From an optimization exercise on the open Yosys and OpenROAD flow, aimed at small area and a short achievable clock period; shortcuts taken in it are not production practice. Only simulation tests tie the RTL to the original design; equivalence was not proved. Power is estimated from default activity; no workload was simulated.

## alu_unit
module alu_unit
#(
  parameter int unsigned WIDTH = 32
) (
  input  logic               clk,
  input  logic               rst_n,
  input  logic               in_valid,
  input  logic [WIDTH-1:0]   rs,
  input  logic [WIDTH-1:0]   rt,
  input  logic [alu_pkg::CTRL_W-1:0]  ctrl,
  input  logic [alu_pkg::SHAMT_W-1:0] sa,
  input  logic               div_signed,
  output logic               out_valid,
  output logic [WIDTH-1:0]   rd,
  output logic               overflow,
  output logic [WIDTH-1:0]   quotient,
  output logic [WIDTH-1:0]   remainder
);
export LEC_CHECK = 0
export ABC_AREA = 1
export CAP_MARGIN = 50
export CORE_MARGIN = 2
export CORE_UTILIZATION = 70
export CTS_BUF_LIST = sky130_fd_sc_hd__clkbuf_16
export CTS_CLUSTER_DIAMETER = 100
export CTS_CLUSTER_SIZE = 30
export SLEW_MARGIN = 70
create_clock -name core_clock -period 100.0 [get_ports {clk}]
standard.sh (not shown) runs the stock make flow with config.mk's settings and CLKGATE_MAP_FILE= SYNTH_SCRIPT=/design/flow/synth_recipe.tcl, a recipe that flattens the netlist after the stock synthesis.
==> flow/flow/run.sh <==
#!/bin/bash
# The standard layout (standard synthesis included), with one change: the
# port buffers that global placement inserts are plain sky130 buf_2 cells
# instead of the cell the resizer picks by default (a delay buffer).
# ORFS keeps each step's log under orfs/logs/; make's own output goes to
# layout_make.log in this folder.
set -euo pipefail
bash standard.sh "BUFFER_PORTS_ARGS=-buffer_cell sky130_fd_sc_hd__buf_2" finish > layout_make.log 2>&1
The starting point produced a clean layout.
Next try:
Settings changed: CTS_CLUSTER_DIAMETER 100 to 70, CTS_CLUSTER_SIZE 30 to 20.
What happened: Clock skew grows by 4.6 ps. Final cell count grows by 0.30%. Synthesized cell count is unchanged. Via count grows by 0.30%. Wire length grows by 0.93%. Register-to-register slack gets worse by 60 ps. Total power grows by 4.8%. Setup slack gets worse by 65 ps. Design area grows by 0.95%.
Next try:
==> flow/flow/run.sh (replaced) <==
#!/bin/bash
# The standard layout with two changes to how the layout is made:
#  1. Synthesis is standard.sh's own (ORFS synthesis through synth_recipe.tcl,
#     ABC_AREA=1 from config.mk), except that ABC's area script runs two rounds
#     of "dch; map -D 13000": every combinational path gets a required time of
#     13 ns in ABC's delay model (the pipeline stages' target), and ABC
#     recovers area up to it. SCRIPTS_DIR points at a copy of ORFS's scripts in which only
#     abc_area.script differs (flow/abc_area.script). Registers are untouched.
#  2. The port buffers that global placement inserts are buf_2 cells instead of
#     the cell the resizer picks by default (a delay buffer).
# ORFS keeps each step's log under orfs/logs/; make's own output goes to
# synth_make.log and layout_make.log in this folder.
set -euo pipefail
rm -rf orfs_scripts
cp -r "$FLOW_HOME/scripts" orfs_scripts
cp flow/abc_area.script orfs_scripts/abc_area.script
bash standard.sh "SCRIPTS_DIR=$PWD/orfs_scripts" synth > synth_make.log 2>&1
bash standard.sh "BUFFER_PORTS_ARGS=-buffer_cell sky130_fd_sc_hd__buf_2" finish > layout_make.log 2>&1
==> flow/flow/abc_area.script (new file) <==
strash
dch
map -D 13000
strash
dch
map -D 13000
topo
stime -c
buffer -c
upsize -c
dnsize -c
Settings changed: CTS_CLUSTER_DIAMETER 70 to 100, CTS_CLUSTER_SIZE 20 to 30.
Outcome: The new run passed the timing, design-rule and antenna checks. Worst hold slack is better by 8.1 ps. Critical path depth goes down by 169. Cell count decreases by 2.1%. Sequential cell count stays the same. Maximum frequency goes down by 0.31%. Worst setup slack is worse by 66 ps. Core utilization came out higher by 0.54 points. Design area is higher by 0.54%.
Next try:
--- a/flow/flow/run.sh
+++ b/flow/flow/run.sh
@@ -4,4 +4,4 @@
-#     ABC_AREA=1 from config.mk), except that ABC's area script runs two rounds
-#     of "dch; map -D 13000": every combinational path gets a required time of
-#     13 ns in ABC's delay model (the pipeline stages' target), and ABC
-#     recovers area up to it. SCRIPTS_DIR points at a copy of ORFS's scripts in which only
+#     ABC_AREA=1 from config.mk), except that ABC's area script maps with
+#     "map -D 13500": every combinational path gets a required time of 13.5 ns
+#     in ABC's delay model (the pipeline stages' target), and ABC recovers area
+#     up to it. SCRIPTS_DIR points at a copy of ORFS's scripts in which only
==> flow/flow/abc_area.script (replaced) <==
strash
dch
map -D 13500
topo
stime -c
buffer -c
upsize -c
dnsize -c
What happened:
- The changed run produced a clean layout
- clock skew grows by 26 ps
- worst setup slack gets better by 170 ps
- routed wire length shrinks by a few percent
- combinational power barely changes
- design area grows slightly
- count of clock-buffer cells in the layout shrinks by 3
- sequential power hardly moves
- final cell count grows slightly
- via count barely changes

* * *

Setup of the previous run:
Starting RTL as in the previous note.
## alu_unit
module alu_unit
#(
  parameter int unsigned WIDTH = 32
) (
  input  logic               clk,
  input  logic               rst_n,
  input  logic               in_valid,
  input  logic [WIDTH-1:0]   rs,
  input  logic [WIDTH-1:0]   rt,
  input  logic [alu_pkg::CTRL_W-1:0]  ctrl,
  input  logic [alu_pkg::SHAMT_W-1:0] sa,
  input  logic               div_signed,
  output logic               out_valid,
  output logic [WIDTH-1:0]   rd,
  output logic               overflow,
  output logic [WIDTH-1:0]   quotient,
  output logic [WIDTH-1:0]   remainder
);
==> flow/config.mk <==
export PLATFORM = sky130hd
export DESIGN_NAME = alu_unit
export DESIGN_NICKNAME = alu_unit
export VERILOG_FILES = /design/flow/design.v
export SDC_FILE = /design/flow/constraint.sdc
export NUM_CORES = 4
export LEC_CHECK = 0
export ABC_AREA = 1
export CAP_MARGIN = 50
export CORE_MARGIN = 2
export CORE_UTILIZATION = 70
export CTS_BUF_LIST = sky130_fd_sc_hd__clkbuf_16
export CTS_CLUSTER_DIAMETER = 100
export CTS_CLUSTER_SIZE = 25
export SLEW_MARGIN = 70
==> flow/constraint.sdc <==
create_clock -name core_clock -period 100.0 [get_ports {clk}]
set_input_delay 20.0000 -clock core_clock [delete_from_list [all_inputs] [get_ports {clk}]]
set_output_delay 20.0000 -clock core_clock [all_outputs]
set_load 0.01 [all_outputs]
==> flow/flow/run.sh <==
#!/bin/bash
# The standard layout with two changes to how the layout is made:
#  1. Synthesis is standard.sh's own (ORFS synthesis through synth_recipe.tcl,
#     ABC_AREA=1 from config.mk), except that ABC's area script runs two rounds
#     of "dch; map -D 13000": every combinational path gets a required time of
#     13 ns in ABC's delay model (the pipeline stages' target), and ABC
#     recovers area up to it. SCRIPTS_DIR points at a copy of ORFS's scripts in which only
#     abc_area.script differs (flow/abc_area.script). Registers are untouched.
#  2. The port buffers that global placement inserts are buf_2 cells instead of
#     the cell the resizer picks by default (a delay buffer).
# ORFS keeps each step's log under orfs/logs/; make's own output goes to
# synth_make.log and layout_make.log in this folder.
set -euo pipefail
rm -rf orfs_scripts
cp -r "$FLOW_HOME/scripts" orfs_scripts
cp flow/abc_area.script orfs_scripts/abc_area.script
bash standard.sh "SCRIPTS_DIR=$PWD/orfs_scripts" synth > synth_make.log 2>&1
bash standard.sh "BUFFER_PORTS_ARGS=-buffer_cell sky130_fd_sc_hd__buf_2" finish > layout_make.log 2>&1
==> flow/flow/abc_area.script <==
strash
dch
map -D 13000
strash
dch
map -D 13000
topo
stime -c
buffer -c
upsize -c
dnsize -c
The previous run closes out successfully: all stages finished, all timing, DRC and antenna checks passed.
Input-level comparison between the current run and the previous run:
--- a/flow/flow/run.sh
+++ b/flow/flow/run.sh
@@ -5,2 +5,2 @@
-#     of "dch; map -D 13000": every combinational path gets a required time of
-#     13 ns in ABC's delay model (the pipeline stages' target), and ABC
+#     of "dch; map -D 13500": every combinational path gets a required time of
+#     13.5 ns in ABC's delay model (the pipeline stages' target), and ABC
==> flow/flow/abc_area.script <==
strash
dch
map -D 13500
strash
dch
map -D 13500
topo
stime -c
buffer -c
upsize -c
dnsize -c
--- a/flow/config.mk
+++ b/flow/config.mk
@@ -14 +14 @@
-export CTS_CLUSTER_SIZE = 25
+export CTS_CLUSTER_SIZE = 30
Notes after the runs:
| cell count | lower: the current run |. The routed wire length of the current run was superior to that of the previous run. The current run reports its top metal layer carrying routed signals as met4 while the previous run reports met5. Going from the previous run to the current run, switching power of the nets shrank by a few percent. The reported combinational group power in the current run sits about 2% below the value recorded for the previous run.

==> what the ideal ports hide <==
No port has a modelled driver above. Below, the same layouts with a new extraction and two added sets of constraints.
Step 1 (the two cells are an assumption about what drives the block):
set clk [get_ports {clk}]
set_driving_cell -lib_cell sky130_fd_sc_hd__clkbuf_16 $clk
set_driving_cell -lib_cell sky130_fd_sc_hd__buf_2 [delete_from_list [all_inputs] $clk]
Step 2 adds t to the input delays and takes it off the output delays; t is the mean of the earliest and latest rising clock arrival at the registers after step 1. Input paths then give back, and output paths get back, about the clock's delay inside the block.
Slacks: ideal ports / drivers / drivers and shift; pairs: ideal ports / drivers.
run	t (ns)	setup WS [ns]	hold WS [ns]	worst register clock-pin slew, ns	cell pins on the clock port's net
the first run of note 1	0.708	78.660 / 78.660 / 78.660	0.325 / 0.325 / 0.325	0.11 / 0.11	1
the second run of note 1	0.681	78.596 / 78.596 / 78.596	0.313 / 0.313 / 0.313	0.08 / 0.08	1
the third run of note 1	0.730	78.530 / 78.459 / 78.961	0.321 / 0.321 / 0.321	0.12 / 0.12	1
the fourth run of note 1	0.712	78.701 / 78.630 / 79.103	0.316 / 0.316 / 0.316	0.12 / 0.12	1
the previous run	0.665	78.609 / 78.541 / 78.955	0.330 / 0.330 / 0.330	0.10 / 0.10	1
the current run	0.716	78.520 / 78.453 / 78.870	0.326 / 0.326 / 0.326	0.12 / 0.12	1
After both steps every run listed still meets setup and hold.
